Background: an optimization exercise with open tools, aiming at small area. Do not read the settings as production practice. RTL that was checked went through simulation tests only; none was proved equivalent to the original. Power is estimated from default activity; no workload was simulated.

==> inputs of run a <==
## pot_pickup_cv_mixer
module pot_pickup_cv_mixer (
	input  logic        clk,
	input  logic        arst_n,
	input  logic        in_valid,
	output logic        in_ready,
	input  logic [1:0]  in_kind,
	input  logic [4:0]  in_preset,
	input  logic [1:0]  in_knob,
	input  logic [11:0] in_knob_reading,
	input  logic [11:0] in_cv_reading,
	input  logic [7:0]  in_range_low,
	input  logic [7:0]  in_range_high,
	input  logic [7:0]  in_load_value,
	output logic        out_valid,
	input  logic        out_ready,
	output logic [11:0] out_drive_level,
	output logic [7:0]  out_param_value,
	output logic        out_picked_up,
	input  logic        cfg_we,
	input  logic [1:0]  cfg_index,
	input  logic [6:0]  cfg_data
);
Settings: LEC_CHECK=0, CAP_MARGIN=20, CORE_MARGIN=2, CORE_UTILIZATION=70, SLEW_MARGIN=20; clock period 12.0 ns.
standard.sh (not shown) runs the stock make flow with config.mk's settings and CLKGATE_MAP_FILE= SYNTH_SCRIPT=/design/flow/synth_recipe.tcl, a recipe that flattens the netlist after the stock synthesis.
==> flow/flow/run.sh <==
#!/bin/bash
# Standard layout with smaller clock-tree and port buffers.
set -euo pipefail
export CTS_ARGS="-sink_clustering_enable -repair_clock_nets -dont_use_dummy_load -sink_clustering_size 16 -sink_clustering_max_diameter 50 -buf_list sky130_fd_sc_hd__clkbuf_8"
export BUFFER_PORTS_ARGS="-buffer_cell sky130_fd_sc_hd__buf_1"
bash standard.sh > standard_make.log 2>&1
==> run b: changes against run a <==
--- a/flow/design.v
+++ b/flow/design.v
@@ -300,67 +300,37 @@
 				2'd0: cv_mode_q   <= cfg_data[1:0];
 				2'd1: cv_target_q <= cfg_data[1:0];
 				2'd2: d_q         <= (cfg_data > 7'd100) ? 7'd100 : cfg_data;
 				default: ;
 			endcase
 		end
 	end
-	logic [4:0] st_nx;
-	always_comb begin
-		st_nx = ST_IDLE;
-		unique case (st_q)
-			ST_LDC: st_nx = ST_MULD;
-			ST_MULD: st_nx = ST_DIV100;
-			ST_DIV100: st_nx = ST_ZH1;
-			ST_ZH1: st_nx = ST_MULC;
-			ST_MULC: st_nx = ST_CORC;
-			ST_CORC: st_nx = ST_ACCC;
-			ST_INITH: st_nx = ST_DIV200;
-			ST_DIV200: st_nx = ST_ZH2;
-			ST_ZH2: st_nx = ST_MULH;
-			ST_MULH: st_nx = ST_CORH;
-			ST_CORH: st_nx = ST_ACCH;
-			ST_ACCH: st_nx = ST_CD1;
-			ST_CD1: st_nx = ST_CD2;
-			ST_CD2: st_nx = ST_CD3;
-			ST_CD3: st_nx = ST_LDP;
-			ST_LDP: st_nx = ST_MULP;
-			ST_MULP: st_nx = ST_CORP;
-			ST_CORP: st_nx = ST_ACCP;
-			ST_ACCP: st_nx = ST_FINP;
-			ST_ADDLO: st_nx = ST_FV1;
-			ST_FV1: st_nx = ST_FV2;
-			ST_FV2: st_nx = ST_HEAD;
-			ST_DIVM: st_nx = ST_CPY;
-			default: ;
-		endcase
-	end
 	always_ff @(posedge clk or negedge arst_n) begin
 		if (!arst_n) begin
 			st_q <= ST_IDLE;
 		end else begin
 			unique case (st_q)
 				ST_IDLE: if (start) begin
 					if (in_kind != 2'd0 || knob3) st_q <= ST_WAIT;
 					else if (mix)                 st_q <= ST_LDC;
 					else                          st_q <= ST_LDP;
 				end
 				ST_MULD, ST_DIV100, ST_MULC, ST_DIV200, ST_MULH, ST_MULP, ST_DIVM:
-					if (last) st_q <= st_nx;
+					if (last) st_q <= st_q + 5'd1;
 				ST_ACCC: st_q <= mode2 ? ST_INITH : ST_LDP;
 				ST_FINP: st_q <= !mix ? ST_FV2 : (mode2 ? ST_FV1 : ST_ADDLO);
 				ST_HEAD: if (at_entry) begin
 					if (take)       st_q <= ST_IDLE;
 					else if (valid) st_q <= ST_CMP;
 					else            st_q <= ST_WAIT;
 				end
 				ST_CMP:  st_q <= qb ? ST_WAIT : ST_DIVM;
 				ST_CPY:  if (last) st_q <= ST_WAIT;
 				ST_WAIT: if (take) st_q <= ST_IDLE;
-				default: st_q <= st_nx;
+				default: st_q <= st_q + 5'd1;
 			endcase
 		end
 	end
 	always_ff @(posedge clk) begin
 		if ((is_mul || is_div || st_q == ST_CPY) && !last) cnt_q <= cnt_q + 4'd1;
 		else cnt_q <= '0;
 	end
==> flow/flow/run.sh (replaced) <==
#!/bin/bash
# Standard layout with smaller clock-tree and port buffers.
set -euo pipefail
export CTS_ARGS="-sink_clustering_enable -repair_clock_nets -dont_use_dummy_load -sink_clustering_size 10 -sink_clustering_max_diameter 40 -buf_list sky130_fd_sc_hd__clkbuf_4"
export BUFFER_PORTS_ARGS="-buffer_cell sky130_fd_sc_hd__buf_1"
bash standard.sh > standard_make.log 2>&1
==> run c: changes against run a <==
==> flow/flow/run.sh (replaced) <==
#!/bin/bash
# Standard layout with smaller clock-tree and port buffers.
set -euo pipefail
export CTS_ARGS="-sink_clustering_enable -repair_clock_nets -dont_use_dummy_load -sink_clustering_size 20 -sink_clustering_max_diameter 60 -buf_list sky130_fd_sc_hd__clkbuf_8 -root_buf sky130_fd_sc_hd__clkbuf_16 -sink_clustering_buffer sky130_fd_sc_hd__clkbuf_8"
export BUFFER_PORTS_ARGS="-buffer_cell sky130_fd_sc_hd__buf_1"
bash standard.sh > standard_make.log 2>&1
==> notes <==
Run c ran to the end with no violations. Run a produced a clean layout. Run b ran to the end with no violations. In flip-flop and latch count, run b and run c do not differ. Of run b and run a, run a has the higher worst hold slack (gap 0.024 ns). Area after synthesis: run b is higher than run a (0.85%). Non-clock buffer count, highest first: run c, run a, run b. Sequential share of layout area: run a < run b < run c. Against run c, the count of clock-buffer cells in the layout of run a is higher by 10. Wire length: run b < run c < run a. Against run b, the register-to-register slack of run a is worse by 0.76 ns. Utilization, lowest first: run b, run c, run a. Via count, lowest first: run c, run a, run b.
==> figures <==
item	run c	run b	run a
Synth top area share	70.2%	69.6%	70.2%
Launching instance or port of the critical path	in_range_high[0]	in_range_low[0]	in_range_high[0]
Critical-path maximum fanout	5	15	5
Final hold slack	0.307 ns	0.289 ns	0.313 ns
Placement Setup Slack	-0.122 ns	0.334 ns	-0.122 ns
Logic depth of the worst setup path including buffers	34	32	34
Share of synthesized area occupied by flip-flops and latches	79.1%	78.4%	79.1%
Worst-path cell with the longest stage delay	or4b_1	xnor2_2	or4b_1
Result of the run	timing/DRC/antenna clean	timing/DRC/antenna clean	timing/DRC/antenna clean
Clock network area share	3.18%	3.12%	3.51%
Power density relative to cell area	299 nW/um^2	308 nW/um^2	299 nW/um^2
Maximum frequency from static timing analysis	85.9 MHz	90.9 MHz	86.5 MHz
LEAKAGE	9.33 nW	9.45 nW	9.36 nW
R2r endpoint	h_q[6]$_DFFE_PP_	h_q[4]$_DFFE_PP_	h_q[6]$_DFFE_PP_
Met1 routed wirelength after detailed routing	19,300 um	19,300 um	19,500 um
Worst reg-to-reg path cell count	25	23	25
Clock Power Share	16.7%	15.8%	17.3%
Maximum single-stage delay on the critical path	0.49 ns	0.90 ns	0.49 ns
Clock latency at the later pin of the worst-skew pair	0.57 ns	0.81 ns	0.64 ns
Net switching power	0.00256 W	0.00270 W	0.00257 W
HPWL after DPL	33,700 um	32,500 um	33,700 um
Global-route met2 utilization	51.9%	47.1%	51.4%
The RTL of run b was laid out without a check of its function.

afterwards: timing with drivers on the ports:
In the flow no input, the clock included, has a driving cell. The finished layouts below were timed again as built, in two steps. Step 1: set_driving_cell puts a clkbuf_16 on clk and a buf_2 on each other input, an assumption about the parent block. Step 2 moves the port delays by t, midway between the first and last clock arrival at a register: inputs arrive t later, outputs are due t later. That takes back most of the time a late clock gives input paths. Slacks: ideal ports / drivers / drivers and shift; pairs: ideal ports / drivers.
run | shift t [ns] | setup WS [ns] | worst setup path at the end | clock arrival spread, ns | worst register clock-pin slew, ns
run a | 0.670 | 0.437 / 0.469 / -0.201 | input to register | 0.067 / 0.068 | 0.11 / 0.11
run b | 0.805 | 1.000 / 1.020 / 0.215 | input to register | 0.109 / 0.109 | 0.12 / 0.12
run c | 0.582 | 0.356 / 0.394 / -0.188 | input to register | 0.091 / 0.091 | 0.12 / 0.12
Met with ideal ports but missed after step 2: setup timing in run a and run c. The setup slack of run b, which loses most, moves by +0.020 ns with the drivers and by -0.785 ns with both steps.
